Background: an optimization exercise with open tools, aiming at small area and a short achievable clock period. Do not read the settings as production practice. In this exercise RTL edits were held to simulation tests only and were not proved equivalent to the original.

==> flow/design.v, too long to show whole: its modules and the start of the top module <==
// module gemv_booth_enc: 77 lines
// module gemv_dot_pipe: 1973 lines
// module gemv_stream_engine: 173 lines
module gemv_stream_engine (
  input  logic        clk,
  input  logic        rst_n,
  input  logic        start_i,
  input  logic        accum_i,
  input  logic [47:0] w_i,
  input  logic        a_valid_i,
  output logic        a_ready_o,
  input  logic [47:0] a_row_i,
  output logic        o_valid_o,
  input  logic        o_ready_i,
  output logic [15:0] o_data_o,
  output logic [1:0]  o_idx_o,
  output logic        busy_o,
  output logic        done_o,
  output logic        ovf_o
);
  // ...
==> flow/flow/run.sh <==
#!/bin/bash
# Standard layout, with the standard synthesis's netlist reworked before floorplanning:
#  1. flow/polarity.py --hard chooses for each full adder whether it works on true or
#     complemented signals (a full adder is self-dual), so that as few inverters as
#     possible sit between adders, registers and ports;
#  2. flow/remap.tcl re-maps all other combinational cells with ABC's area mapper
#     (flow/amap.abc), which folds the remaining inversions into the logic gates;
#  3. flow/polarity.py again, to clean up inverters the mapper left next to adders.
# Registers, adders and ports keep their instances and names. The port buffers that
# buffer_ports inserts are buf_4 instead of the tool's default pick (a delay buffer).
set -e
echo "export BUFFER_PORTS_ARGS = -buffer_cell sky130_fd_sc_hd__buf_4" >> config.mk
bash standard.sh synth > synth.log 2>&1
R=orfs/results/sky130hd/gemv_stream_engine/base
YOSYS=$(command -v yosys || echo $FLOW_HOME/../tools/install/yosys/bin/yosys)
cp $R/1_2_yosys.v $R/1_2_yosys_std.v
python3 flow/polarity.py $R/1_2_yosys_std.v $R/1_2_yosys_pol1.v --hard > polarity1.log 2>&1
DONTUSE='*lpflow* *probe*' \
LIB=$FLOW_HOME/platforms/sky130hd/lib/sky130_fd_sc_hd__tt_025C_1v80.lib \
IN=$R/1_2_yosys_pol1.v OUT=$R/1_2_yosys_remap.v TOP=$FLOW_TOP ABCSCRIPT=flow/amap.abc \
STAT=remap_stat.txt $YOSYS -c flow/remap.tcl > remap.log 2>&1
python3 flow/polarity.py $R/1_2_yosys_remap.v $R/1_2_yosys_pol2.v > polarity2.log 2>&1
cp $R/1_2_yosys_pol2.v $R/1_2_yosys.v
rm -f $R/1_synth.odb $R/1_synth.sdc
bash standard.sh > standard.log 2>&1
==> flow/flow/amap.abc <==
strash
dch
amap
topo
stime -c
==> flow/flow/polarity.py <==
#!/usr/bin/env python3
"""Full-adder polarity pass on a flat sky130 netlist written by Yosys.

A full adder is self-dual: complementing its three inputs complements both outputs.
Yosys's adder extraction leaves inverters between full adders and between the
logic that feeds them and the full adders. This pass chooses, for every fa cell,
whether it works on true or complemented signals so that as few inverters as
possible are needed, then rebuilds the inverters: every signal that some load
needs complemented gets exactly one inverter.

usage: polarity.py IN.v OUT.v [--hard]
"""
import re
import sys

src = open(sys.argv[1]).read()

cell_re = re.compile(r'^  (sky130_fd_sc_hd__\w+) (\S+)\s+\((.*?)\n  \);\n', re.S | re.M)
pin_re = re.compile(r'\.(\w+)\(((?:\\\S+ )|[^()]*?)\)')

OUTPINS = {'X', 'Y', 'Q', 'Q_N', 'SUM', 'COUT', 'HI', 'LO'}

cells = []   # [type, name, [(pin, net)]]
spans = []
for m in cell_re.finditer(src):
    pins = [(p, n.strip()) for p, n in pin_re.findall(m.group(3))]
    cells.append([m.group(1), m.group(2), pins])
    spans.append((m.start(), m.end()))

port_names = set()
hdr = re.search(r'module \w+\((.*?)\);', src, re.S)
for p in hdr.group(1).split(','):
    port_names.add(p.strip())

def is_port(net):
    base = net.lstrip('\\').split('[')[0].strip()
    return base in port_names

driver = {}
for ci, (t, name, pins) in enumerate(cells):
    for p, n in pins:
        if p in OUTPINS:
            driver[n] = (ci, p)

TWINS = """
a2111o_1:a2111oi_1:X:Y a2111o_2:a2111oi_2:X:Y a2111o_4:a2111oi_4:X:Y
a2111oi_1:a2111o_1:Y:X a2111oi_2:a2111o_2:Y:X a2111oi_4:a2111o_4:Y:X
a211o_1:a211oi_1:X:Y a211o_2:a211oi_2:X:Y a211o_4:a211oi_4:X:Y a211oi_1:a211o_1:Y:X
a211oi_2:a211o_2:Y:X a211oi_4:a211o_4:Y:X a21bo_1:a21boi_1:X:Y a21bo_2:a21boi_2:X:Y
a21bo_4:a21boi_4:X:Y a21boi_1:a21bo_1:Y:X a21boi_2:a21bo_2:Y:X a21boi_4:a21bo_4:Y:X
a21o_1:a21oi_1:X:Y a21o_2:a21oi_2:X:Y a21o_4:a21oi_4:X:Y a21oi_1:a21o_1:Y:X
a21oi_2:a21o_2:Y:X a21oi_4:a21o_4:Y:X a221o_1:a221oi_1:X:Y a221o_2:a221oi_2:X:Y
a221o_4:a221oi_4:X:Y a221oi_1:a221o_1:Y:X a221oi_2:a221o_2:Y:X a221oi_4:a221o_4:Y:X
a22o_1:a22oi_1:X:Y a22o_2:a22oi_2:X:Y a22o_4:a22oi_4:X:Y a22oi_1:a22o_1:Y:X
a22oi_2:a22o_2:Y:X a22oi_4:a22o_4:Y:X a2bb2o_1:a2bb2oi_1:X:Y a2bb2o_2:a2bb2oi_2:X:Y
a2bb2o_4:a2bb2oi_4:X:Y a2bb2oi_1:a2bb2o_1:Y:X a2bb2oi_2:a2bb2o_2:Y:X
a2bb2oi_4:a2bb2o_4:Y:X a311o_1:a311oi_1:X:Y a311o_2:a311oi_2:X:Y a311o_4:a311oi_4:X:Y
a311oi_1:a311o_1:Y:X a311oi_2:a311o_2:Y:X a311oi_4:a311o_4:Y:X a31o_1:a31oi_1:X:Y
a31o_2:a31oi_2:X:Y a31o_4:a31oi_4:X:Y a31oi_1:a31o_1:Y:X a31oi_2:a31o_2:Y:X
a31oi_4:a31o_4:Y:X a32o_1:a32oi_1:X:Y a32o_2:a32oi_2:X:Y a32o_4:a32oi_4:X:Y
a32oi_1:a32o_1:Y:X a32oi_2:a32o_2:Y:X a32oi_4:a32o_4:Y:X a41o_1:a41oi_1:X:Y
a41o_2:a41oi_2:X:Y a41o_4:a41oi_4:X:Y a41oi_1:a41o_1:Y:X a41oi_2:a41o_2:Y:X
a41oi_4:a41o_4:Y:X and2_1:nand2_1:X:Y and2_2:nand2_2:X:Y and2_4:nand2_4:X:Y
and2b_1:nand2b_1:X:Y and2b_2:nand2b_2:X:Y and2b_4:nand2b_4:X:Y and3_1:nand3_1:X:Y
and3_2:nand3_2:X:Y and3_4:nand3_4:X:Y and3b_1:nand3b_1:X:Y and3b_2:nand3b_2:X:Y
and3b_4:nand3b_4:X:Y and4_1:nand4_1:X:Y and4_2:nand4_2:X:Y and4_4:nand4_4:X:Y
and4b_1:nand4b_1:X:Y and4b_2:nand4b_2:X:Y and4b_4:nand4b_4:X:Y and4bb_1:nand4bb_1:X:Y
and4bb_2:nand4bb_2:X:Y and4bb_4:nand4bb_4:X:Y buf_1:clkinv_1:X:Y buf_2:clkinv_2:X:Y
buf_4:clkinv_4:X:Y clkinv_1:buf_1:Y:X clkinv_2:buf_2:Y:X clkinv_4:buf_4:Y:X
clkinvlp_2:buf_2:Y:X clkinvlp_4:buf_4:Y:X ebufn_1:einvn_1:Z:Z ebufn_2:einvn_2:Z:Z
ebufn_4:einvn_4:Z:Z einvn_1:ebufn_1:Z:Z einvn_2:ebufn_2:Z:Z einvn_4:ebufn_4:Z:Z
inv_1:buf_1:Y:X inv_2:buf_2:Y:X inv_4:buf_4:Y:X mux2_1:mux2i_1:X:Y mux2_2:mux2i_2:X:Y
mux2_4:mux2i_4:X:Y mux2i_1:mux2_1:Y:X mux2i_2:mux2_2:Y:X mux2i_4:mux2_4:Y:X
nand2_1:and2_1:Y:X nand2_2:and2_2:Y:X nand2_4:and2_4:Y:X nand2b_1:and2b_1:Y:X
nand2b_2:and2b_2:Y:X nand2b_4:and2b_4:Y:X nand3_1:and3_1:Y:X nand3_2:and3_2:Y:X
nand3_4:and3_4:Y:X nand3b_1:and3b_1:Y:X nand3b_2:and3b_2:Y:X nand3b_4:and3b_4:Y:X
nand4_1:and4_1:Y:X nand4_2:and4_2:Y:X nand4_4:and4_4:Y:X nand4b_1:and4b_1:Y:X
nand4b_2:and4b_2:Y:X nand4b_4:and4b_4:Y:X nand4bb_1:and4bb_1:Y:X nand4bb_2:and4bb_2:Y:X
nand4bb_4:and4bb_4:Y:X nor2_1:or2_1:Y:X nor2_2:or2_2:Y:X nor2_4:or2_4:Y:X
nor2b_1:or2b_1:Y:X nor2b_2:or2b_2:Y:X nor2b_4:or2b_4:Y:X nor3_1:or3_1:Y:X
nor3_2:or3_2:Y:X nor3_4:or3_4:Y:X nor3b_1:or3b_1:Y:X nor3b_2:or3b_2:Y:X
nor3b_4:or3b_4:Y:X nor4_1:or4_1:Y:X nor4_2:or4_2:Y:X nor4_4:or4_4:Y:X nor4b_1:or4b_1:Y:X
nor4b_2:or4b_2:Y:X nor4b_4:or4b_4:Y:X nor4bb_1:or4bb_1:Y:X nor4bb_2:or4bb_2:Y:X
nor4bb_4:or4bb_4:Y:X o2111a_1:o2111ai_1:X:Y o2111a_2:o2111ai_2:X:Y
o2111a_4:o2111ai_4:X:Y o2111ai_1:o2111a_1:Y:X o2111ai_2:o2111a_2:Y:X
o2111ai_4:o2111a_4:Y:X o211a_1:o211ai_1:X:Y o211a_2:o211ai_2:X:Y o211a_4:o211ai_4:X:Y
o211ai_1:o211a_1:Y:X o211ai_2:o211a_2:Y:X o211ai_4:o211a_4:Y:X o21a_1:o21ai_1:X:Y
o21a_2:o21ai_2:X:Y o21a_4:o21ai_4:X:Y o21ai_1:o21a_1:Y:X o21ai_2:o21a_2:Y:X
o21ai_4:o21a_4:Y:X o21ba_1:o21bai_1:X:Y o21ba_2:o21bai_2:X:Y o21ba_4:o21bai_4:X:Y
o21bai_1:o21ba_1:Y:X o21bai_2:o21ba_2:Y:X o21bai_4:o21ba_4:Y:X o221a_1:o221ai_1:X:Y
o221a_2:o221ai_2:X:Y o221a_4:o221ai_4:X:Y o221ai_1:o221a_1:Y:X o221ai_2:o221a_2:Y:X
o221ai_4:o221a_4:Y:X o22a_1:o22ai_1:X:Y o22a_2:o22ai_2:X:Y o22a_4:o22ai_4:X:Y
o22ai_1:o22a_1:Y:X o22ai_2:o22a_2:Y:X o22ai_4:o22a_4:Y:X o2bb2a_1:o2bb2ai_1:X:Y
o2bb2a_2:o2bb2ai_2:X:Y o2bb2a_4:o2bb2ai_4:X:Y o2bb2ai_1:o2bb2a_1:Y:X
o2bb2ai_2:o2bb2a_2:Y:X o2bb2ai_4:o2bb2a_4:Y:X o311a_1:o311ai_1:X:Y o311a_2:o311ai_2:X:Y
o311a_4:o311ai_4:X:Y o311ai_1:o311a_1:Y:X o311ai_2:o311a_2:Y:X o311ai_4:o311a_4:Y:X
o31a_1:o31ai_1:X:Y o31a_2:o31ai_2:X:Y o31a_4:o31ai_4:X:Y o31ai_1:o31a_1:Y:X
o31ai_2:o31a_2:Y:X o31ai_4:o31a_4:Y:X o32a_1:o32ai_1:X:Y o32a_2:o32ai_2:X:Y
o32a_4:o32ai_4:X:Y o32ai_1:o32a_1:Y:X o32ai_2:o32a_2:Y:X o32ai_4:o32a_4:Y:X
o41a_1:o41ai_1:X:Y o41a_2:o41ai_2:X:Y o41a_4:o41ai_4:X:Y o41ai_1:o41a_1:Y:X
o41ai_2:o41a_2:Y:X o41ai_4:o41a_4:Y:X or2_1:nor2_1:X:Y or2_2:nor2_2:X:Y or2_4:nor2_4:X:Y
or2b_1:nor2b_1:X:Y or2b_2:nor2b_2:X:Y or2b_4:nor2b_4:X:Y or3_1:nor3_1:X:Y
or3_2:nor3_2:X:Y or3_4:nor3_4:X:Y or3b_1:nor3b_1:X:Y or3b_2:nor3b_2:X:Y
or3b_4:nor3b_4:X:Y or4_1:nor4_1:X:Y or4_2:nor4_2:X:Y or4_4:nor4_4:X:Y or4b_1:nor4b_1:X:Y
or4b_2:nor4b_2:X:Y or4b_4:nor4b_4:X:Y or4bb_1:nor4bb_1:X:Y or4bb_2:nor4bb_2:X:Y
or4bb_4:nor4bb_4:X:Y xnor2_1:xor2_1:Y:X xnor2_2:xor2_2:Y:X xnor2_4:xor2_4:Y:X
xnor3_1:xor3_1:X:X xnor3_2:xor3_2:X:X xnor3_4:xor3_4:X:X xor2_1:xnor2_1:X:Y
xor2_2:xnor2_2:X:Y xor2_4:xnor2_4:X:Y xor3_1:xnor3_1:X:X xor3_2:xnor3_2:X:X
xor3_4:xnor3_4:X:X
"""
# cell -> (cell computing the complement with the same inputs, its output pin)
TWIN = {}
for it in TWINS.split():
    a, b, oa, ob = it.split(':')
    TWIN['sky130_fd_sc_hd__' + a] = ('sky130_fd_sc_hd__' + b, oa, ob)

INV = 'sky130_fd_sc_hd__inv_1'
INVS = (INV, 'sky130_fd_sc_hd__clkinv_1')
FA = 'sky130_fd_sc_hd__fa_1'

# removable inverters: input not a port, output not a port
inv_cells = set()
for ci, (t, name, pins) in enumerate(cells):
    if t in INVS:
        d = dict(pins)
        if not is_port(d['A']) and not is_port(d['Y']) and not d['A'].startswith(("1'", "0'")):
            inv_cells.add(ci)

inv_in = {}
for ci in inv_cells:
    d = dict(cells[ci][2])
    inv_in[d['Y']] = d['A']

def literal(net):
    """(base net, polarity) through chains of removable inverters."""
    pol = 0
    seen = 0
    while net in inv_in and seen < 50:
        net = inv_in[net]
        pol ^= 1
        seen += 1
    return net, pol

# loads: every input pin of a kept cell, as (cell, pin, base, pol)
loads = []
for ci, (t, name, pins) in enumerate(cells):
    if ci in inv_cells:
        continue
    for p, n in pins:
        if p in OUTPINS:
            continue
        b, pol = literal(n)
        loads.append((ci, p, b, pol))

# port nets driven by a removable inverter chain are also loads (keep them driven)
# (excluded above: inverters with port outputs are not removable)

fa_cells = [ci for ci, c in enumerate(cells) if c[0] == FA]
flip = {ci: 0 for ci in fa_cells}

by_base = {}
for L in loads:
    by_base.setdefault(L[2], []).append(L)

def drv_flip(base):
    d = driver.get(base)
    if d and d[0] in flip:
        return flip[d[0]]
    return 0

# With --hard, only inverters between cells that a later re-mapping cannot change
# (adders, registers, ports) count: the mapper absorbs the others into logic gates.
HARD_ONLY = '--hard' in sys.argv
HARD = ('sky130_fd_sc_hd__fa_1', 'sky130_fd_sc_hd__ha_1', 'sky130_fd_sc_hd__edfxtp_1',
        'sky130_fd_sc_hd__dfrtp_1', 'sky130_fd_sc_hd__dfxtp_1')

def is_hard_net(base):
    d = driver.get(base)
    return d is None or cells[d[0]][0] in HARD

def needs_inv(base):
    f = drv_flip(base)
    if HARD_ONLY and not is_hard_net(base):
        return False
    for ci, p, b, pol in by_base.get(base, []):
        if pol ^ flip.get(ci, 0) ^ f:
            if HARD_ONLY and cells[ci][0] not in HARD:
                continue
            return True
    return False

def cost_of(bases):
    return sum(1 for b in bases if needs_inv(b))

def touched(ci):
    bs = set()
    for p, n in cells[ci][2]:
        if p in OUTPINS:
            bs.add(n)
        else:
            bs.add(literal(n)[0])
    return bs

before = cost_of(by_base.keys())
for it in range(20):
    changed = 0
    for ci in fa_cells:
        bs = touched(ci)
        c0 = cost_of(bs)
        flip[ci] ^= 1
        c1 = cost_of(bs)
        if c1 < c0:
            changed += 1
        else:
            flip[ci] ^= 1
    if not changed:
        break
after = cost_of(by_base.keys())
sys.stderr.write(f"inverters: {len(inv_cells)} removable before, {before} needed as is, {after} after {sum(flip.values())} flips\n")

def esc(n):
    return n + ' ' if n.startswith('\\') else n

# rebuild
want = {}
for ci, p, b, pol in loads:
    want[(ci, p)] = pol ^ flip.get(ci, 0) ^ drv_flip(b)
# A signal that every load wants complemented, driven by a cell that has a complementing
# twin, gets the twin instead of an inverter.
swap = {}
for b, ls in by_base.items():
    ws = [want[(ci, p)] for ci, p, _, _ in ls]
    d = driver.get(b)
    if not ws or not all(ws) or d is None or is_port(b):
        continue
    dc = cells[d[0]]
    if d[0] in flip or d[0] in inv_cells or dc[0] not in TWIN:
        continue
    tb, oa, ob = TWIN[dc[0]]
    if d[1] != oa:
        continue
    swap[d[0]] = (tb, oa, ob)
    for ci, p, _, _ in ls:
        want[(ci, p)] = 0
for ci, (tb, oa, ob) in swap.items():
    cells[ci][0] = tb
    cells[ci][2] = [(ob if p == oa else p, n) for p, n in cells[ci][2]]
sys.stderr.write(f"{len(swap)} cells swapped for their complementing twins\n")

conn = {}   # (ci, pin) -> net
need = {}
tag = 0
while f"_pol{tag}n" in src:
    tag += 1
for ci, p, b, pol in loads:
    if want[(ci, p)]:
        if b not in need:
            nn = f"_pol{tag}n{len(need)}_"
            need[b] = nn
        conn[(ci, p)] = need[b]
    else:
        conn[(ci, p)] = b
# fa outputs keep their nets; a flipped fa's nets now carry complements, which the
# loads above already account for.

out = []
pos = 0
wires = []
for ci, (t, name, pins) in enumerate(cells):
    s, e = spans[ci]
    out.append(src[pos:s])
    pos = e
    if ci in inv_cells:
        continue
    plist = []
    for p, n in pins:
        if p not in OUTPINS:
            n = conn[(ci, p)]
        plist.append(f"    .{p}({esc(n)})")
    out.append(f"  {t} {esc(name)} (\n" + ",\n".join(plist) + "\n  );\n")
for b, nn in need.items():
    wires.append(f"  wire {nn};\n")
    out.append(f"  {INV} {nn}inv (\n    .A({esc(b)}),\n    .Y({nn})\n  );\n")
out.append(src[pos:])
res = "".join(out)
# declare the new wires after the module header's port list
i = res.index(';', res.index('module ')) + 2
res = res[:i] + "".join(wires) + res[i:]
open(sys.argv[2], 'w').write(res)
==> flow/flow/remap.tcl <==
# Re-map the combinational cells of the standard synthesis with ABC's area mapper.
# Registers, full adders and half adders stay as they are (same instances, same names).
set lib $::env(LIB)
yosys read_liberty -ignore_miss_func $lib
yosys read_verilog $::env(IN)
yosys hierarchy -top $::env(TOP)
yosys blackbox sky130_fd_sc_hd__fa_1 sky130_fd_sc_hd__ha_1 sky130_fd_sc_hd__edfxtp_1 sky130_fd_sc_hd__dfrtp_1 sky130_fd_sc_hd__dfxtp_1 sky130_fd_sc_hd__conb_1
yosys flatten
yosys rename -hide w:*.*
yosys opt_clean
set du {}
foreach c $::env(DONTUSE) { lappend du -dont_use $c }
yosys abc -script $::env(ABCSCRIPT) -liberty $lib {*}$du
yosys opt_clean -purge
yosys splitnets
yosys opt_clean -purge
yosys tee -o $::env(STAT) stat -liberty $lib
yosys write_verilog -noattr -nohex -nodec $::env(OUT)
==> flow/standard.sh <==
#!/bin/bash
# synth_recipe.tcl (not shown) runs the flow's synth.tcl, then flattens the netlist and writes it again
# the make line also repeats each setting of config.mk as NAME=value (left out here)
make -C /OpenROAD-flow-scripts/flow DESIGN_CONFIG=/design/flow/config.mk WORK_HOME=/design/flow/orfs CLKGATE_MAP_FILE= SYNTH_SCRIPT=/design/flow/synth_recipe.tcl "${@:-finish}"
==> flow/config.mk <==
export PLATFORM = sky130hd
export DESIGN_NAME = gemv_stream_engine
export DESIGN_NICKNAME = gemv_stream_engine
export VERILOG_FILES = /design/flow/design.v
export SDC_FILE = /design/flow/constraint.sdc
export NUM_CORES = 4
export LEC_CHECK = 0
export ABC_AREA = 1
export CAP_MARGIN = 20
export CORE_MARGIN = 2
export CORE_UTILIZATION = 40
export CTS_BUF_LIST = sky130_fd_sc_hd__clkbuf_8
export CTS_CLUSTER_SIZE = 30
export SETUP_SLACK_MARGIN = 4.75
export SLEW_MARGIN = 20
export TNS_END_PERCENT = 5
export BUFFER_PORTS_ARGS = -buffer_cell sky130_fd_sc_hd__buf_4
==> flow/constraint.sdc <==
create_clock -name core_clock -period 9.0 [get_ports {clk}]
set_input_delay 1.8000 -clock core_clock [delete_from_list [all_inputs] [get_ports {clk}]]
set_output_delay 1.8000 -clock core_clock [all_outputs]
set_load 0.01 [all_outputs]
==> run_results.csv, run 1 <==
group,metric,value,unit
layout,regArea,10860,um2
worst_setup_path,r2r_end,"out_data_q[10]",
drt,vias,25860,
drt,vias_per_cell,6.431,
timing,achievable-frequency,228.0,MHz
timing,setup-violations-final,0,
timing,tightest_slew,1.028,ns
logic_synthesis,syn_area,30660,um2
layout,num_antenna_cells,1,
drt,wl_met2,58.67,mm
worst_setup_path,critPathRequiredTime,9.65,ns
timing,clock_skew,0.04001,ns
worst_setup_path,crit_type,"reg2reg",
clock_tree,clock_sinks,367,
layout,bufAreaShareNonClock,0.07008,
clock_tree,htreeDepth,3,
grt,grt_usage,0.3241,
outcome,status,"no timing/DRC/antenna violations",
grt,busiest_layer,"met2",
grt,grt-ovfl-total,0,
grt,grt_pass1_wl,183.8,mm
drt,m1WireLength,50.40,mm
worst_setup_path,rrSetupSlack,4.61,ns
==> module gemv_stream_engine, before the edit <==
module gemv_stream_engine (
  input  logic        clk,
  input  logic        rst_n,
  input  logic        start_i,
  input  logic        accum_i,
  input  logic [47:0] w_i,
  input  logic        a_valid_i,
  output logic        a_ready_o,
  input  logic [47:0] a_row_i,
  output logic        o_valid_o,
  input  logic        o_ready_i,
  output logic [15:0] o_data_o,
  output logic [1:0]  o_idx_o,
  output logic        busy_o,
  output logic        done_o,
  output logic        ovf_o
);
  logic [1:0]  state_q;
  logic [71:0] sel_q;      
  logic [71:0] sel_c;
  logic        accum_q;
  logic [1:0]  in_cnt_q;
  logic        ovf_q;
  logic        out_valid_q;
  logic [15:0] out_data_q;
  logic [1:0]  out_idx_q;
  logic [47:0] row_q;
  logic        s1_valid_q;
  logic        s2_valid_q;
  logic [1:0]  s2_idx_q;
  logic [34:0] s2a_q, s2b_q, s2c_q, s2d_q;
  logic [34:0] acc0_q, acc1_q, acc2_q;
  logic [2:0]  acc_vld_q;
  logic        st_idle, st_run, st_done;
  logic [1:0]  state_d;
  logic        out_valid_d;
  logic        run_q, run_nv_q;
  logic        adv_c, accept_c, start_ok_c, last_in_c, last_out_c;
  logic [1:0]  s1_idx_c;
  logic [34:0] acc_add_c, sa_c, sb_c, sc_c, sd_c, v_c;
  logic [34:0] t1s_c, t1c_c, t2s_c, t2c_c;
  logic [15:0] sat_c;
  logic        clamp_c;
  logic [15:0] lo_c;
  logic [19:0] xh_c, yh_c, hx_c, hor_c, hand_c;
  logic        sum_m1_c, sum_0_c, sum_m2_c;
  assign st_idle  = (state_q == 2'd0);
  assign st_run   = (state_q == 2'd1);
  assign st_done  = (state_q == 2'd3);
  assign adv_c      = !out_valid_q || o_ready_i;
  assign a_ready_o  = run_nv_q || (run_q && o_ready_i);
  assign accept_c   = a_valid_i && a_ready_o;
  assign start_ok_c = st_idle && start_i;
  assign last_in_c  = accept_c && (in_cnt_q == 2'd2);
  assign last_out_c = out_valid_q && o_ready_i && (out_idx_q == 2'd2);
  assign busy_o = !st_idle;
  assign done_o = st_done;
  assign s1_idx_c = in_cnt_q - 2'd1;
  always_comb begin
    acc_add_c = '0;
    if (accum_q) begin
      case (s1_idx_c)
        2'd0:    if (acc_vld_q[0]) acc_add_c = acc0_q;
        2'd1:    if (acc_vld_q[1]) acc_add_c = acc1_q;
        default: if (acc_vld_q[2]) acc_add_c = acc2_q;
      endcase
    end
  end
  gemv_booth_enc u_enc (
    .w_i   (w_i),
    .sel_o (sel_c)
  );
  gemv_dot_pipe u_dot (
    .sel_i (sel_q),
    .row_i (row_q),
    .acc_i (acc_add_c),
    .s0_o  (sa_c),
    .s1_o  (sb_c),
    .s2_o  (sc_c),
    .s3_o  (sd_c)
  );
  for (genvar i = 0; i < 35; i++) begin : g_csa
    assign {t1c_c[i], t1s_c[i]} = {1'b0, s2a_q[i]} + {1'b0, s2b_q[i]} + {1'b0, s2c_q[i]};
    if (i == 0) begin : g_lsb
      assign {t2c_c[i], t2s_c[i]} = {1'b0, t1s_c[i]} + {1'b0, s2d_q[i]};
    end else begin : g_bit
      assign {t2c_c[i], t2s_c[i]} = {1'b0, t1s_c[i]} + {1'b0, t1c_c[i-1]} + {1'b0, s2d_q[i]};
    end
  end
  assign v_c = t2s_c + {t2c_c[33:0], 1'b0};
  assign lo_c    = {1'b0, t2s_c[14:0]} + {1'b0, t2c_c[13:0], 1'b0};
  assign xh_c    = t2s_c[34:15];
  assign yh_c    = t2c_c[33:14];
  assign hx_c    = xh_c ^ yh_c;
  assign hor_c   = xh_c | yh_c;
  assign hand_c  = xh_c & yh_c;
  assign sum_m1_c = &hx_c;
  assign sum_0_c  = ~|(hx_c ^ {hor_c[18:0], 1'b0});
  assign sum_m2_c = ~|(hx_c ^ {19'h7ffff, 1'b0} ^ {hand_c[18:1], hor_c[0], 1'b0});
  assign clamp_c  = lo_c[15] ? !(sum_m1_c || sum_m2_c) : !(sum_0_c || sum_m1_c);
  assign sat_c    = clamp_c ? (v_c[34] ? 16'h8000 : 16'h7fff) : v_c[15:0];
  always_comb begin
    state_d = state_q;
    case (state_q)
      2'd0:    if (start_i)    state_d = 2'd1;
      2'd1:    if (last_in_c)  state_d = 2'd2;
      2'd2:    if (last_out_c) state_d = 2'd3;
      default:                 state_d = 2'd0;
    endcase
  end
  assign out_valid_d = adv_c ? s2_valid_q : out_valid_q;
  always_ff @(posedge clk or negedge rst_n) begin
    if (!rst_n) begin
      state_q     <= 2'd0;
      run_q       <= 1'b0;
      run_nv_q    <= 1'b0;
      in_cnt_q    <= '0;
      ovf_q       <= 1'b0;
      out_valid_q <= 1'b0;
      out_data_q  <= '0;
      out_idx_q   <= '0;
      s1_valid_q  <= 1'b0;
      s2_valid_q  <= 1'b0;
      s2_idx_q    <= '0;
      acc_vld_q   <= '0;
    end else begin
      state_q     <= state_d;
      run_q       <= (state_d == 2'd1);
      run_nv_q    <= (state_d == 2'd1) && !out_valid_d;
      out_valid_q <= out_valid_d;
      if (accept_c) in_cnt_q <= in_cnt_q + 2'd1;
      if (adv_c) begin
        s1_valid_q  <= accept_c;
        s2_valid_q  <= s1_valid_q;
        if (s1_valid_q) s2_idx_q <= s1_idx_c;
        if (s2_valid_q) begin
          acc_vld_q[s2_idx_q] <= 1'b1;
          out_data_q <= sat_c;
          out_idx_q  <= s2_idx_q;
          if (clamp_c) ovf_q <= 1'b1;
        end
      end
      if (start_ok_c) begin
        in_cnt_q <= '0;
        ovf_q    <= 1'b0;
      end
    end
  end
  always_ff @(posedge clk) begin
    if (start_ok_c) begin
      sel_q   <= sel_c;
      accum_q <= accum_i;
    end
    if (adv_c) begin
      row_q <= a_row_i;
      s2a_q <= sa_c;
      s2b_q <= sb_c;
      s2c_q <= sc_c;
      s2d_q <= sd_c;
      if (s2_valid_q) begin
        case (s2_idx_q)
          2'd0:    acc0_q <= v_c;
          2'd1:    acc1_q <= v_c;
          default: acc2_q <= v_c;
        endcase
      end
    end
  end
  assign o_valid_o = out_valid_q;
  assign o_data_o  = out_data_q;
  assign o_idx_o   = out_idx_q;
  assign ovf_o     = ovf_q;
endmodule
==> run 2: changes to the inputs <==
--- a/flow/design.v
+++ b/flow/design.v
@@ -2054,4 +2054,153 @@
   assign s3_o = {1'b0, 1'b0, 1'b0, 1'b0, 1'b0, 1'b0, fc_349, 1'b0, 1'b0, fs_335, fs_327, fc_306, fs_306, fs_293, fs_279, fs_263, fs_246, fs_227, fs_207, fs_185, fs_164, fs_143, fc_107, fs_107, 1'b0, fs_75, hc_7, fc_40, 1'b0, 1'b0, 1'b0, 1'b0, 1'b0, 1'b0, 1'b0};
 endmodule
+module gemv_csa (
+  input  logic [34:0] r0_i,
+  input  logic [34:0] r1_i,
+  input  logic [34:0] r2_i,
+  input  logic [34:0] r3_i,
+  output logic [34:0] x_o,
+  output logic [34:0] y_o
+);
+  logic cfs_0;
+  logic cfc_0;
+  logic cfs_1;
+  logic cfc_1;
+  logic chs_0;
+  logic chc_0;
+  logic cfs_2;
+  logic cfc_2;
+  logic cfs_3;
+  logic cfc_3;
+  logic cfs_4;
+  logic cfc_4;
+  logic cfs_5;
+  logic cfc_5;
+  logic chs_1;
+  logic chc_1;
+  logic cfs_6;
+  logic cfc_6;
+  logic cfs_7;
+  logic cfc_7;
+  logic cfs_8;
+  logic cfc_8;
+  logic cfs_9;
+  logic cfc_9;
+  logic cfs_10;
+  logic cfc_10;
+  logic cfs_11;
+  logic cfc_11;
+  logic cfs_12;
+  logic cfc_12;
+  logic cfs_13;
+  logic cfc_13;
+  logic cfs_14;
+  logic cfc_14;
+  logic cfs_15;
+  logic cfc_15;
+  logic cfs_16;
+  logic cfc_16;
+  logic cfs_17;
+  logic cfc_17;
+  logic cfs_18;
+  logic cfc_18;
+  logic cfs_19;
+  logic cfc_19;
+  logic cfs_20;
+  logic cfc_20;
+  logic cfs_21;
+  logic cfc_21;
+  logic cfs_22;
+  logic cfc_22;
+  logic cfs_23;
+  logic cfc_23;
+  logic cfs_24;
+  logic cfc_24;
+  logic cfs_25;
+  logic cfc_25;
+  logic cfs_26;
+  logic cfc_26;
+  logic cfs_27;
+  logic cfc_27;
+  logic cfs_28;
+  logic cfc_28;
+  logic cfs_29;
+  logic cfc_29;
+  logic cfs_30;
+  logic cfc_30;
+  logic cfs_31;
+  logic cfc_31;
+  logic cfs_32;
+  logic cfc_32;
+  logic cfs_33;
+  logic cfc_33;
+  logic cfs_34;
+  logic cfc_34;
+  logic chs_2;
+  logic chc_2;
+  logic cfs_35;
+  logic cfc_35;
+  logic chs_3;
+  logic chc_3;
+  logic cfs_36;
+  logic cfc_36;
+  logic chs_4;
+  logic chc_4;
+  logic chs_5;
+  logic chc_5;
+  logic chs_6;
+  logic chc_6;
+  logic chs_7;
+  logic chc_7;
+  logic chs_8;
+  logic chc_8;
+  assign {cfc_0, cfs_0} = {1'b0, r0_i[7]} + {1'b0, r1_i[7]} + {1'b0, r2_i[7]};
+  assign {cfc_1, cfs_1} = {1'b0, r0_i[8]} + {1'b0, r1_i[8]} + {1'b0, r2_i[8]};
+  assign {chc_0, chs_0} = {1'b0, r3_i[8]} + {1'b0, cfc_0};
+  assign {cfc_2, cfs_2} = {1'b0, r0_i[9]} + {1'b0, r1_i[9]} + {1'b0, r2_i[9]};
+  assign {cfc_3, cfs_3} = {1'b0, r3_i[9]} + {1'b0, cfc_1} + {1'b0, cfs_2};
+  assign {cfc_4, cfs_4} = {1'b0, r0_i[10]} + {1'b0, r1_i[10]} + {1'b0, cfc_2};
+  assign {cfc_5, cfs_5} = {1'b0, r0_i[11]} + {1'b0, r1_i[11]} + {1'b0, r2_i[11]};
+  assign {chc_1, chs_1} = {1'b0, r3_i[11]} + {1'b0, cfs_5};
+  assign {cfc_6, cfs_6} = {1'b0, r0_i[12]} + {1'b0, r1_i[12]} + {1'b0, r2_i[12]};
+  assign {cfc_7, cfs_7} = {1'b0, r3_i[12]} + {1'b0, cfc_5} + {1'b0, cfs_6};
+  assign {cfc_8, cfs_8} = {1'b0, r0_i[13]} + {1'b0, r1_i[13]} + {1'b0, r2_i[13]};
+  assign {cfc_9, cfs_9} = {1'b0, r3_i[13]} + {1'b0, cfc_6} + {1'b0, cfs_8};
+  assign {cfc_10, cfs_10} = {1'b0, r0_i[14]} + {1'b0, r1_i[14]} + {1'b0, r2_i[14]};
+  assign {cfc_11, cfs_11} = {1'b0, r3_i[14]} + {1'b0, cfc_8} + {1'b0, cfs_10};
+  assign {cfc_12, cfs_12} = {1'b0, r0_i[15]} + {1'b0, r1_i[15]} + {1'b0, r2_i[15]};
+  assign {cfc_13, cfs_13} = {1'b0, r3_i[15]} + {1'b0, cfc_10} + {1'b0, cfs_12};
+  assign {cfc_14, cfs_14} = {1'b0, r0_i[16]} + {1'b0, r1_i[16]} + {1'b0, r2_i[16]};
+  assign {cfc_15, cfs_15} = {1'b0, r3_i[16]} + {1'b0, cfc_12} + {1'b0, cfs_14};
+  assign {cfc_16, cfs_16} = {1'b0, r0_i[17]} + {1'b0, r1_i[17]} + {1'b0, r2_i[17]};
+  assign {cfc_17, cfs_17} = {1'b0, r3_i[17]} + {1'b0, cfc_14} + {1'b0, cfs_16};
+  assign {cfc_18, cfs_18} = {1'b0, r0_i[18]} + {1'b0, r1_i[18]} + {1'b0, r2_i[18]};
+  assign {cfc_19, cfs_19} = {1'b0, r3_i[18]} + {1'b0, cfc_16} + {1'b0, cfs_18};
+  assign {cfc_20, cfs_20} = {1'b0, r0_i[19]} + {1'b0, r1_i[19]} + {1'b0, r2_i[19]};
+  assign {cfc_21, cfs_21} = {1'b0, r3_i[19]} + {1'b0, cfc_18} + {1'b0, cfs_20};
+  assign {cfc_22, cfs_22} = {1'b0, r0_i[20]} + {1'b0, r1_i[20]} + {1'b0, r2_i[20]};
+  assign {cfc_23, cfs_23} = {1'b0, r3_i[20]} + {1'b0, cfc_20} + {1'b0, cfs_22};
+  assign {cfc_24, cfs_24} = {1'b0, r0_i[21]} + {1'b0, r1_i[21]} + {1'b0, r2_i[21]};
+  assign {cfc_25, cfs_25} = {1'b0, r3_i[21]} + {1'b0, cfc_22} + {1'b0, cfs_24};
+  assign {cfc_26, cfs_26} = {1'b0, r0_i[22]} + {1'b0, r1_i[22]} + {1'b0, r2_i[22]};
+  assign {cfc_27, cfs_27} = {1'b0, r3_i[22]} + {1'b0, cfc_24} + {1'b0, cfs_26};
+  assign {cfc_28, cfs_28} = {1'b0, r0_i[23]} + {1'b0, r1_i[23]} + {1'b0, r2_i[23]};
+  assign {cfc_29, cfs_29} = {1'b0, r3_i[23]} + {1'b0, cfc_26} + {1'b0, cfs_28};
+  assign {cfc_30, cfs_30} = {1'b0, r0_i[24]} + {1'b0, r1_i[24]} + {1'b0, r2_i[24]};
+  assign {cfc_31, cfs_31} = {1'b0, r3_i[24]} + {1'b0, cfc_28} + {1'b0, cfs_30};
+  assign {cfc_32, cfs_32} = {1'b0, r0_i[25]} + {1'b0, r1_i[25]} + {1'b0, r2_i[25]};
+  assign {cfc_33, cfs_33} = {1'b0, r3_i[25]} + {1'b0, cfc_30} + {1'b0, cfs_32};
+  assign {cfc_34, cfs_34} = {1'b0, r0_i[26]} + {1'b0, r1_i[26]} + {1'b0, cfc_32};
+  assign {chc_2, chs_2} = {1'b0, r0_i[27]} + {1'b0, r1_i[27]};
+  assign {cfc_35, cfs_35} = {1'b0, r0_i[28]} + {1'b0, r1_i[28]} + {1'b0, r2_i[28]};
+  assign {chc_3, chs_3} = {1'b0, r3_i[28]} + {1'b0, chc_2};
+  assign {cfc_36, cfs_36} = {1'b0, r0_i[29]} + {1'b0, r1_i[29]} + {1'b0, cfc_35};
+  assign {chc_4, chs_4} = {1'b0, r0_i[30]} + {1'b0, r1_i[30]};
+  assign {chc_5, chs_5} = {1'b0, r0_i[31]} + {1'b0, r1_i[31]};
+  assign {chc_6, chs_6} = {1'b0, r0_i[32]} + {1'b0, r1_i[32]};
+  assign {chc_7, chs_7} = {1'b0, r0_i[33]} + {1'b0, r1_i[33]};
+  assign {chc_8, chs_8} = {1'b0, r0_i[34]} + {1'b0, r1_i[34]};
+  assign x_o = {chc_7, chc_6, chc_5, chc_4, chs_4, chc_3, cfs_35, chs_2, cfc_33, cfc_31, cfc_29, cfc_27, cfc_25, cfc_23, cfc_21, cfc_19, cfc_17, cfc_15, cfc_13, cfc_11, cfc_9, cfc_7, chc_1, chs_1, cfc_3, chc_0, cfs_1, r3_i[7], r0_i[6], r0_i[5], r0_i[4], r0_i[3], r0_i[2], r0_i[1], r0_i[0]};
+  assign y_o = {chs_8, chs_7, chs_6, chs_5, cfc_36, cfs_36, chs_3, cfc_34, cfs_34, cfs_33, cfs_31, cfs_29, cfs_27, cfs_25, cfs_23, cfs_21, cfs_19, cfs_17, cfs_15, cfs_13, cfs_11, cfs_9, cfs_7, cfc_4, cfs_4, cfs_3, chs_0, cfs_0, r1_i[6], r1_i[5], r1_i[4], r1_i[3], r1_i[2], r1_i[1], r1_i[0]};
+endmodule
 module gemv_stream_engine (
   input  logic        clk,
@@ -2094,5 +2243,5 @@
   logic [1:0]  s1_idx_c;
   logic [34:0] acc_add_c, sa_c, sb_c, sc_c, sd_c, v_c;
-  logic [34:0] t1s_c, t1c_c, t2s_c, t2c_c;
+  logic [34:0] x_c, y_c;
   logic [15:0] sat_c;
   logic        clamp_c;
@@ -2135,16 +2284,16 @@
     .s3_o  (sd_c)
   );
-  for (genvar i = 0; i < 35; i++) begin : g_csa
-    assign {t1c_c[i], t1s_c[i]} = {1'b0, s2a_q[i]} + {1'b0, s2b_q[i]} + {1'b0, s2c_q[i]};
-    if (i == 0) begin : g_lsb
-      assign {t2c_c[i], t2s_c[i]} = {1'b0, t1s_c[i]} + {1'b0, s2d_q[i]};
-    end else begin : g_bit
-      assign {t2c_c[i], t2s_c[i]} = {1'b0, t1s_c[i]} + {1'b0, t1c_c[i-1]} + {1'b0, s2d_q[i]};
-    end
-  end
-  assign v_c = t2s_c + {t2c_c[33:0], 1'b0};
-  assign lo_c    = {1'b0, t2s_c[14:0]} + {1'b0, t2c_c[13:0], 1'b0};
-  assign xh_c    = t2s_c[34:15];
-  assign yh_c    = t2c_c[33:14];
+  gemv_csa u_csa (
+    .r0_i (s2a_q),
+    .r1_i (s2b_q),
+    .r2_i (s2c_q),
+    .r3_i (s2d_q),
+    .x_o  (x_c),
+    .y_o  (y_c)
+  );
+  assign v_c = x_c + y_c;
+  assign lo_c    = {1'b0, x_c[14:0]} + {1'b0, y_c[14:0]};
+  assign xh_c    = x_c[34:15];
+  assign yh_c    = y_c[34:15];
   assign hx_c    = xh_c ^ yh_c;
   assign hor_c   = xh_c | yh_c;
==> flow/flow/run.sh (replaced) <==
#!/bin/bash
# Standard layout with two changes:
#  - the port buffers that buffer_ports inserts are buf_4 instead of the tool's default
#    pick (a delay buffer), so the ports' buffers are fast;
#  - after the standard synthesis, flow/polarity.py chooses for each full adder whether it
#    works on true or complemented signals (a full adder is self-dual), which removes most
#    of the inverters that the adder extraction leaves between full adders. Registers and
#    all other cells are unchanged.
set -e
echo "export BUFFER_PORTS_ARGS = -buffer_cell sky130_fd_sc_hd__buf_4" >> config.mk
bash standard.sh synth > synth.log 2>&1
R=orfs/results/sky130hd/gemv_stream_engine/base
python3 flow/polarity.py $R/1_2_yosys.v $R/1_2_yosys_pol.v > polarity.log 2>&1
cp $R/1_2_yosys.v $R/1_2_yosys_std.v
cp $R/1_2_yosys_pol.v $R/1_2_yosys.v
rm -f $R/1_synth.odb $R/1_synth.sdc
bash standard.sh > standard.log 2>&1
==> flow/flow/polarity.py (replaced) <==
#!/usr/bin/env python3
"""Full-adder polarity pass on a flat sky130 netlist written by Yosys.

A full adder is self-dual: complementing its three inputs complements both outputs.
Yosys's adder extraction leaves inverters between full adders and between the
logic that feeds them and the full adders. This pass chooses, for every fa cell,
whether it works on true or complemented signals so that as few inverters as
possible are needed, then rebuilds the inverters: every signal that some load
needs complemented gets exactly one inverter.

usage: polarity.py IN.v OUT.v
"""
import re
import sys

src = open(sys.argv[1]).read()

cell_re = re.compile(r'^  (sky130_fd_sc_hd__\w+) (\S+)\s+\((.*?)\n  \);\n', re.S | re.M)
pin_re = re.compile(r'\.(\w+)\(((?:\\\S+ )|[^()]*?)\)')

OUTPINS = {'X', 'Y', 'Q', 'Q_N', 'SUM', 'COUT', 'HI', 'LO'}

cells = []   # [type, name, [(pin, net)]]
spans = []
for m in cell_re.finditer(src):
    pins = [(p, n.strip()) for p, n in pin_re.findall(m.group(3))]
    cells.append([m.group(1), m.group(2), pins])
    spans.append((m.start(), m.end()))

port_names = set()
hdr = re.search(r'module \w+\((.*?)\);', src, re.S)
for p in hdr.group(1).split(','):
    port_names.add(p.strip())

def is_port(net):
    base = net.lstrip('\\').split('[')[0].strip()
    return base in port_names

driver = {}
for ci, (t, name, pins) in enumerate(cells):
    for p, n in pins:
        if p in OUTPINS:
            driver[n] = (ci, p)

INV = 'sky130_fd_sc_hd__inv_1'
FA = 'sky130_fd_sc_hd__fa_1'

# removable inverters: input not a port, output not a port
inv_cells = set()
for ci, (t, name, pins) in enumerate(cells):
    if t == INV:
        d = dict(pins)
        if not is_port(d['A']) and not is_port(d['Y']) and not d['A'].startswith(("1'", "0'")):
            inv_cells.add(ci)

inv_in = {}
for ci in inv_cells:
    d = dict(cells[ci][2])
    inv_in[d['Y']] = d['A']

def literal(net):
    """(base net, polarity) through chains of removable inverters."""
    pol = 0
    seen = 0
    while net in inv_in and seen < 50:
        net = inv_in[net]
        pol ^= 1
        seen += 1
    return net, pol

# loads: every input pin of a kept cell, as (cell, pin, base, pol)
loads = []
for ci, (t, name, pins) in enumerate(cells):
    if ci in inv_cells:
        continue
    for p, n in pins:
        if p in OUTPINS:
            continue
        b, pol = literal(n)
        loads.append((ci, p, b, pol))

# port nets driven by a removable inverter chain are also loads (keep them driven)
# (excluded above: inverters with port outputs are not removable)

fa_cells = [ci for ci, c in enumerate(cells) if c[0] == FA]
flip = {ci: 0 for ci in fa_cells}

by_base = {}
for L in loads:
    by_base.setdefault(L[2], []).append(L)

def drv_flip(base):
    d = driver.get(base)
    if d and d[0] in flip:
        return flip[d[0]]
    return 0

def needs_inv(base):
    f = drv_flip(base)
    for ci, p, b, pol in by_base.get(base, []):
        if pol ^ flip.get(ci, 0) ^ f:
            return True
    return False

def cost_of(bases):
    return sum(1 for b in bases if needs_inv(b))

def touched(ci):
    bs = set()
    for p, n in cells[ci][2]:
        if p in OUTPINS:
            bs.add(n)
        else:
            bs.add(literal(n)[0])
    return bs

before = cost_of(by_base.keys())
for it in range(20):
    changed = 0
    for ci in fa_cells:
        bs = touched(ci)
        c0 = cost_of(bs)
        flip[ci] ^= 1
        c1 = cost_of(bs)
        if c1 < c0:
            changed += 1
        else:
            flip[ci] ^= 1
    if not changed:
        break
after = cost_of(by_base.keys())
sys.stderr.write(f"inverters: {len(inv_cells)} removable before, {before} needed as is, {after} after {sum(flip.values())} flips\n")

def esc(n):
    return n + ' ' if n.startswith('\\') else n

# rebuild
conn = {}   # (ci, pin) -> net
new_cells = []
need = {}
for ci, p, b, pol in loads:
    want = pol ^ flip.get(ci, 0) ^ drv_flip(b)
    if want:
        if b not in need:
            nn = f"_pol{len(need)}_"
            need[b] = nn
        conn[(ci, p)] = need[b]
    else:
        conn[(ci, p)] = b
# fa outputs keep their nets; a flipped fa's nets now carry complements, which the
# loads above already account for.

out = []
pos = 0
wires = []
for ci, (t, name, pins) in enumerate(cells):
    s, e = spans[ci]
    out.append(src[pos:s])
    pos = e
    if ci in inv_cells:
        continue
    plist = []
    for p, n in pins:
        if p not in OUTPINS:
            n = conn[(ci, p)]
        plist.append(f"    .{p}({esc(n)})")
    out.append(f"  {t} {esc(name)} (\n" + ",\n".join(plist) + "\n  );\n")
for b, nn in need.items():
    wires.append(f"  wire {nn};\n")
    out.append(f"  {INV} {nn}inv (\n    .A({esc(b)}),\n    .Y({nn})\n  );\n")
out.append(src[pos:])
res = "".join(out)
# declare the new wires after the module header's port list
i = res.index(';', res.index('module ')) + 2
res = res[:i] + "".join(wires) + res[i:]
open(sys.argv[2], 'w').write(res)
--- a/flow/config.mk
+++ b/flow/config.mk
@@ -14,4 +14,4 @@
 export SETUP_SLACK_MARGIN = 4.75
 export SLEW_MARGIN = 20
-export TNS_END_PERCENT = 5
+export TNS_END_PERCENT = 20
 export BUFFER_PORTS_ARGS = -buffer_cell sky130_fd_sc_hd__buf_4
removed: flow/flow/amap.abc
removed: flow/flow/remap.tcl
==> run_results.csv, run 2 <==
group,metric,value,unit
timing,slew_headroom,0.3020,
grt,grt_use_met1,0.3248,
floorplanning,io_pins,125,
place,portBuffers,124,
timing,period_share,0.4577,
timing,slew_violations,0,
place,globalplace.congestion,0.9593,
logic_synthesis,syn_inst,2977,
hold_path,hold_class,"reg2reg",
grt,antenna_found_initial,1,
timing,achievable-frequency,242.8,MHz
clock_tree,clock_sinks,367,
worst_setup_path,crit_type,"reg2reg",
clock_tree,cts_buffer_depth,3,
drt,wl_per_cell,23.93,um
floorplanning,start_util,0.4046,
layout,layout-drive-gt1-share,0.1096,
drt,drc,0,
clock_tree,cts_root_buffer,"clkbuf_8",
grt,grt_usage,0.2436,
floorplanning,die_w,286.7,um
grt,use_met2,0.3768,
grt,grt_pass1_wl,148.2,mm
hold_path,min_to,"out_data_q[11]",
layout,area_delta_synth_final,11.67,%
layout,num_antenna_cells,0,
grt,busiest_layer,"met2",
timing,finalCriticalPeriod,4.119,ns
floorplanning,fp.dieH,286.7,um
worst_setup_path,start_kind,"flip-flop",
clock_tree,clk_pin_slew,0.06,ns
timing,fin_setup_tns,0,ns
worst_setup_path,cp_max_fo,8,
drt,vias,23020,
layout,largest_register_ffs,72,
worst_setup_path,timing.rr.start,"row_q[16]",
clock_tree,insertion_delay,0.69,ns
timing,tightest_slew,1.047,ns
outcome,status,"no timing/DRC/antenna violations",
worst_setup_path,endpoint_kind,"flip-flop",
worst_setup_path,r2r_end,"s2d_q[14]",
layout,layout_commonest_cell,"fa_1",
worst_setup_path,rrSetupSlack,4.88,ns
floorplanning,core-area,79000,um2
worst_setup_path,critPathRequiredTime,9.40,ns
worst_setup_path,reg2reg_depth,7,
drt,antenna_left,0,
drt,vias_per_cell,5.519,
grt,grt-ovfl-total,0,
floorplanning,die-area,82180,um2
layout,largest_register,"sel_q",
drt,drtIter0Drc,1975,
timing,rsz0062_at_grt,"false",
hold_path,min_from,"out_data_q[11]",
clock_tree,cts_tree,"yes",
layout,fin_nets,3690,
floorplanning,rows,103,
clock_tree,htreeDepth,3,
worst_setup_path,cp.arrival,4.52,ns
logic_synthesis,syn-num-nets,3596,
drt,wl,99.83,mm
layout,fillerInstances,7457,
drt,firstDrtPassIters,5,
layout,layout.cells.non_filler,4171,
grt,grt_max_degree,160,
hold_path,worstHoldPathCells,2,
clock_tree,numCtsBuffers,70,
logic_synthesis,syn_area_per_cell,10.74,um2
place,place_hpwl,80.78,mm
place,dp.cells,3989,
grt,use_met3,0.05787,
flow_run,maxCapViolations,0,
timing,clock_skew,0.03860,ns
logic_synthesis,yosysWarnings,1,
layout,layout_common_cells,"fa_1 (416), xnor2_1 (385), nand2_1 (385)",
timing,final-hold-violation-count,0,
clock_tree,postCtsHoldBufs,0,
grt,grt_pass1_vias,23780,
timing,setup-violations-final,0,
logic_synthesis,syn_area,31960,um2
layout,reg_top3,"sel_q: 72 flops, row_q: 48 flops",
==> run 2: cell type report <==
type                    instances  area (um2)  share of cell area
well taps                    1050        1314             0.03681
multi-input cells            2183       19470              0.5455
clock inverters                52       332.8            0.009325
inverters                     242       939.7             0.02633
flip-flops and latches        367       10860              0.3042
repair buffers                207        1814             0.05083
clock buffers                  70       963.4             0.02699
==> run 2: stage by stage <==
stage	setup slack [ns]	instance area, um2	utilization	hold slack, ns
2_1_floorplan	4.235	31980	-	0.4529
3_3_place_gp	4.357	33640	0.4259	0.4729
3_5_place_dp	4.267	33640	0.4259	0.4744
4_1_cts	4.731	35360	0.4476	0.4890
5_1_grt	4.750	35690	0.4518	0.5106
6_report	4.881	35690	0.4518	0.4874
==> run 2: metal layers <==
metal | wire length [um] | vias up
met4 | 4884 | 2
met1 | 41360 | 11530
met2 | 44950 | 967
li1 | - | 10300
met5 | 10 | -
met3 | 8621 | 224
==> run 2: repair_timing <==
item	in CTS	in global routing
cloned	0	2
pin swaps	0	2
gates resized for setup	6	19
setup buffers	38	19
setup endpoints to repair	76	30
==> run 2: worst max-delay path by stage <==
stage                start          to
6_report         row_q[16]   s2d_q[14]
5_1_grt        in_cnt_q[0]   s2d_q[16]
4_1_cts        in_cnt_q[0]   s2d_q[13]
3_5_place_dp   in_cnt_q[0]   s2d_q[13]
3_3_place_gp   in_cnt_q[0]   s2d_q[13]
2_1_floorplan    o_ready_i  s2_valid_q
==> run 2: critical path, stage by stage, from the launching register on <==
cell	delay, ns
edfxtp_1	0.64
xnor2_1	0.23
o21ai_0	0.43
fa_1	0.55
fa_1	0.57
fa_1	0.48
fa_1	0.47
fa_1	0.46
==> run 3: changes to the inputs <==
--- a/flow/config.mk
+++ b/flow/config.mk
@@ -11,5 +11,5 @@
 export CORE_UTILIZATION = 40
 export CTS_BUF_LIST = sky130_fd_sc_hd__clkbuf_8
-export CTS_CLUSTER_SIZE = 30
+export CTS_CLUSTER_SIZE = 40
 export SETUP_SLACK_MARGIN = 4.75
 export SLEW_MARGIN = 20
==> run_results.csv, run 3 <==
group,metric,value,unit
clock_tree,htreeDepth,3,
timing,final-hold-violation-count,0,
layout,layout-drive-gt1-share,0.1096,
grt,antenna_found_initial,1,
logic_synthesis,syn-num-nets,3596,
worst_setup_path,endpoint_kind,"flip-flop",
layout,regArea,10860,um2
drt,firstDrtPassIters,5,
place,place_hpwl,80.78,mm
clock_tree,postCtsHoldBufs,0,
timing,fin_setup_tns,0,ns
floorplanning,rows,103,
clock_tree,cts_buffer_depth,3,
drt,drtIter0Drc,1975,
drt,vias,23020,
floorplanning,io_pins,125,
place,dp.cells,3989,
layout,multiInputGateArea,19470,um2
place,portBuffers,124,
timing,rsz0062_at_grt,"false",
grt,grt_max_degree,160,
logic_synthesis,syn_area,31960,um2
grt,grt_pass1_wl,148.2,mm
place,globalplace.congestion,0.9593,
floorplanning,start_util,0.4046,
worst_setup_path,cp_max_fo,8,
worst_setup_path,crit_type,"reg2reg",
drt,wl_per_cell,23.93,um
layout,fin_area,35690,um2
timing,hold_slack,0.4874,ns
clock_tree,cts_tree,"yes",
layout,fin_nets,3690,
place,dpl_cell_area,33640,um2
drt,drc,0,
clock_tree,clock_sinks,367,
worst_setup_path,start_kind,"flip-flop",
drt,vias_per_cell,5.519,
grt,grt-ovfl-total,0,
layout,largest_register_ffs,72,
layout,layout.cells.non_filler,4171,
layout,num_antenna_cells,0,
clock_tree,cts_root_buffer,"clkbuf_8",
worst_setup_path,cp.arrival,4.52,ns
floorplanning,die-area,82180,um2
layout,area_delta_synth_final,11.67,%
floorplanning,core-area,79000,um2
layout,largest_register,"sel_q",
clock_tree,clk_pin_slew,0.06,ns
timing,slew_headroom,0.3020,
logic_synthesis,syn_inst,2977,
flow_run,maxCapViolations,0,
timing,period_share,0.4577,
timing,achievable-frequency,242.8,MHz
layout,layout_common_cells,"fa_1 (416), xnor2_1 (385), nand2_1 (385)",
logic_synthesis,syn_area_per_cell,10.74,um2
logic_synthesis,yosysWarnings,1,
drt,wl,99.83,mm
timing,finalCriticalPeriod,4.119,ns
outcome,status,"no timing/DRC/antenna violations",
timing,slew_violations,0,
layout,layout_commonest_cell,"fa_1",
timing,clock_skew,0.03860,ns
layout,reg_top3,"sel_q: 72 flops, row_q: 48 flops",
layout,fillerInstances,7457,
grt,grt_pass1_vias,23780,
clock_tree,numCtsBuffers,70,
floorplanning,die_w,286.7,um
hold_path,hold_class,"reg2reg",
worst_setup_path,critPathRequiredTime,9.40,ns
clock_tree,insertion_delay,0.69,ns
floorplanning,fp.dieH,286.7,um
timing,setup-violations-final,0,
drt,antenna_left,0,
timing,tightest_slew,1.047,ns
grt,grt_usage,0.2436,
[run 3: stage by stage]
stage / worst slack (ns) / util
finish: 4.881 / 0.4518
global placement: 4.357 / 0.4259
CTS: 4.731 / 0.4476
floorplan: 4.235 / -
global route: 4.750 / 0.4518
detailed placement: 4.267 / 0.4259
[run 3: final cells by class]
cell class              instances  area share
repair buffers                207     0.05083
inverters                     242     0.02633
clock buffers                  70     0.02699
multi-input cells            2183      0.5455
clock inverters                52    0.009325
well taps                    1050     0.03681
flip-flops and latches        367      0.3042
[run 3: metal layers]
layer	part of all wire	global-route usage
met5	0.00010	0
met4	0.049	0.1123
met3	0.086	0.05787
met2	0.45	0.3768
met1	0.41	0.3248
[run 3: critical path, cell delays in order, from the launching register on]
cell and delay [ns]:
edfxtp_1 0.64, xnor2_1 0.23, o21ai_0 0.43, fa_1 0.55
fa_1 0.57, fa_1 0.48, fa_1 0.47, fa_1 0.46
[run 3: timing repair]
action                                  CTS  global route
endpoints found under the setup margin   76            30
setup buffers                            38            19
gates cloned                              0             2
pin swaps                                 0             2
resized for setup                         6            19
[run 3: final timing paths]
path	start	end	slack (ns)	cells past startpoint
max in group asynchronous	rst_n	acc_vld_q[0]	7.64	1
min reg2reg	out_data_q[11]	out_data_q[11]	0.49	2
min	out_data_q[11]	out_data_q[11]	0.49	2
max reg2reg	row_q[16]	s2d_q[14]	4.88	7
max	row_q[16]	s2d_q[14]	4.88	7
min in group asynchronous	rst_n	out_data_q[14]	1.05	1
==> run 4: changes to the inputs <==
--- a/flow/flow/run.sh
+++ b/flow/flow/run.sh
@@ -1,5 +1,5 @@
 #!/bin/bash
 # Standard layout with two changes:
-#  - the port buffers that buffer_ports inserts are buf_4 instead of the tool's default
+#  - the port buffers that buffer_ports inserts are buf_1 instead of the tool's default
 #    pick (a delay buffer), so the ports' buffers are fast;
 #  - after the standard synthesis, flow/polarity.py chooses for each full adder whether it
@@ -8,5 +8,5 @@
 #    all other cells are unchanged.
 set -e
-echo "export BUFFER_PORTS_ARGS = -buffer_cell sky130_fd_sc_hd__buf_4" >> config.mk
+echo "export BUFFER_PORTS_ARGS = -buffer_cell sky130_fd_sc_hd__buf_1" >> config.mk
 bash standard.sh synth > synth.log 2>&1
 R=orfs/results/sky130hd/gemv_stream_engine/base
--- a/flow/config.mk
+++ b/flow/config.mk
@@ -11,7 +11,7 @@
 export CORE_UTILIZATION = 40
 export CTS_BUF_LIST = sky130_fd_sc_hd__clkbuf_8
-export CTS_CLUSTER_SIZE = 40
+export CTS_CLUSTER_SIZE = 30
 export SETUP_SLACK_MARGIN = 4.75
 export SLEW_MARGIN = 20
 export TNS_END_PERCENT = 20
-export BUFFER_PORTS_ARGS = -buffer_cell sky130_fd_sc_hd__buf_4
+export BUFFER_PORTS_ARGS = -buffer_cell sky130_fd_sc_hd__buf_1
==> run_results.csv, run 4 <==
group,metric,value,unit
layout,layout-drive-gt1-share,0.06874,
layout,reg_top3,"sel_q: 72 flops, row_q: 48 flops",
grt,antenna_found_initial,0,
layout,num_antenna_cells,0,
floorplanning,core-area,79000,um2
logic_synthesis,syn_area,31960,um2
hold_path,hold_class,"reg2reg",
drt,firstDrtPassIters,8,
clock_tree,clock_sinks,367,
grt,grt-ovfl-total,0,
clock_tree,cts_buffer_depth,3,
worst_setup_path,critPathRequiredTime,9.41,ns
flow_run,maxCapViolations,0,
drt,drtIter0Drc,1947,
worst_setup_path,timing.rr.start,"row_q[40]",
worst_setup_path,crit_path_start,"row_q[40]",
drt,drc,0,
grt,grt_usage,0.2450,
clock_tree,cts_tree,"yes",
layout,largest_register_ffs,72,
floorplanning,fp.dieH,286.7,um
floorplanning,start_util,0.4046,
timing,tightest_slew,1.134,ns
timing,slew_headroom,0.2439,
outcome,status,"no timing/DRC/antenna violations",
place,globalplace.congestion,0.9499,
place,pre_cts_slack,4.243,ns
layout,fillerInstances,7479,
drt,antenna_left,0,
clock_tree,postCtsHoldBufs,0,
floorplanning,die_w,286.7,um
grt,grt_pass1_wl,149.9,mm
floorplanning,rows,103,
place,place_hpwl,81.11,mm
logic_synthesis,syn_area_per_cell,10.74,um2
layout,layout_commonest_cell,"fa_1",
place,portBuffers,124,
grt,grt_pass1_vias,23750,
clock_tree,numCtsBuffers,70,
worst_setup_path,start_kind,"flip-flop",
clock_tree,clk_pin_slew,0.06,ns
worst_setup_path,cp_max_fo,8,
logic_synthesis,syn_inst,2977,
worst_setup_path,endpoint_kind,"flip-flop",
drt,vias_per_cell,5.549,
layout,area_delta_synth_final,10.24,%
timing,clock_skew,0.04640,ns
timing,fin_setup_tns,0,ns
timing,worst_slack,4.832,ns
layout,fin_nets,3684,
timing,final-hold-violation-count,0,
layout,postLayoutCoreUtil,0.4460,
worst_setup_path,crit_type,"reg2reg",
timing,finalCriticalPeriod,4.168,ns
worst_setup_path,cp.arrival,4.57,ns
timing,period_share,0.4631,
timing,achievable-frequency,239.9,MHz
floorplanning,io_pins,125,
drt,wl_per_cell,24.12,um
layout,largest_register,"sel_q",
clock_tree,insertion_delay,0.69,ns
clock_tree,cts_root_buffer,"clkbuf_8",
timing,setup-violations-final,0,
layout,fin_area,35230,um2
drt,vias,23100,
drt,wl,100.4,mm
logic_synthesis,syn-num-nets,3596,
place,dpl_cell_area,33190,um2
hold_path,min_from,"out_data_q[6]",
timing,rsz0062_at_grt,"false",
timing,slew_violations,0,
clock_tree,htreeDepth,3,
layout,layout_common_cells,"fa_1 (416), xnor2_1 (385), nand2_1 (385)",
logic_synthesis,yosysWarnings,1,
grt,grt_max_degree,160,
floorplanning,die-area,82180,um2
[run 4: repair_timing]
action | in CTS | in global routing
endpoints found under the setup margin | 79 | 30
buffers inserted | 27 | 21
pin swaps | 0 | 1
cloned | 0 | 3
resized for setup | 7 | 14
endpoints found under the hold margin | 0 | 0
[run 4: final cells by class]
type | count | area, um2 | share of cell area
multi-input combinational | 2183 | 19460 | 0.5522
clock inverter | 45 | 341.6 | 0.009695
inverter | 242 | 939.7 | 0.02667
sequential | 367 | 10860 | 0.3082
tap | 1050 | 1314 | 0.03729
timing repair inverter | 1 | 11.26 | 0.0003196
timing repair buffer | 200 | 1280 | 0.03633
clock buffer | 75 | 1032 | 0.02930
[run 4: per-stage QoR]
stage	hold slack (ns)	instances
5_1_grt	0.5075	4163
4_1_cts	0.4838	4138
3_5_place_dp	0.4682	3991
6_report	0.4776	4163
2_1_floorplan	0.4529	2977
3_3_place_gp	0.4666	3991
[run 4: worst paths after layout]
| kind | to | slack (ns) | cells after the start |
|---|---|---|---|
| min in group asynchronous | out_idx_q[1] | 1.19 | 1 |
| hold reg to reg | out_data_q[6] | 0.48 | 2 |
| setup / recovery | s2d_q[16] | 4.83 | 7 |
| max in group asynchronous | acc_vld_q[0] | 7.22 | 1 |
| setup reg to reg | s2d_q[16] | 4.83 | 7 |
| hold / removal | out_data_q[6] | 0.48 | 2 |
[run 4: critical path, cell delays in order, from the launching register on]
cell	delay (ns)
edfxtp_1	0.69
xnor2_1	0.42
o22ai_1	0.15
fa_1	0.50
fa_1	0.64
fa_1	0.49
fa_1	0.58
fa_1	0.41
[run 4: routing by layer]
| metal | vias to the layer above | global-route usage | routed length, um |
|---|---|---|---|
| li1 | 10280 | - | - |
| met1 | 11650 | 0.3394 | 42940 |
| met2 | 967 | 0.3931 | 46540 |
| met3 | 198 | 0.04038 | 7460 |
| met4 | 0 | 0.07958 | 3482 |
| met5 | - | 0 | 0 |

==> what the ideal ports hide <==
No port has a modelled driver above. Below, the same layouts with a new extraction and two added sets of constraints. Step 1 assumes that a clkbuf_16 drives the clock port and a buf_2 every other input. Step 2, shift: input delay + t, output delay - t, t = (earliest + latest rising clock arrival at the registers) / 2. This alone moves slack from input paths to output paths. Slacks: no drivers / after step 1 / after step 2; pairs: no drivers / after step 1.
run | shift t [ns] | setup slack, ns | worst hold slack (ns) | latest minus earliest clock arrival (ns) | worst register clock-pin slew, ns
run 1 | 0.750 | 4.614 / 4.614 / 4.614 | 0.481 / 0.481 / 0.481 | 0.040 / 0.041 | 0.07 / 0.07
run 2 | 0.733 | 4.881 / 4.881 / 4.812 | 0.487 / 0.487 / 0.487 | 0.040 / 0.040 | 0.06 / 0.06
run 3 | 0.733 | 4.881 / 4.881 / 4.812 | 0.487 / 0.487 / 0.487 | 0.040 / 0.040 | 0.06 / 0.06
run 4 | 0.729 | 4.832 / 4.832 / 4.733 | 0.478 / 0.478 / 0.478 | 0.050 / 0.050 | 0.06 / 0.06
After both steps every run listed still meets setup and hold. The setup slack of run 4, which loses most, moves by 0.000 ns with the drivers and by -0.099 ns with both steps.
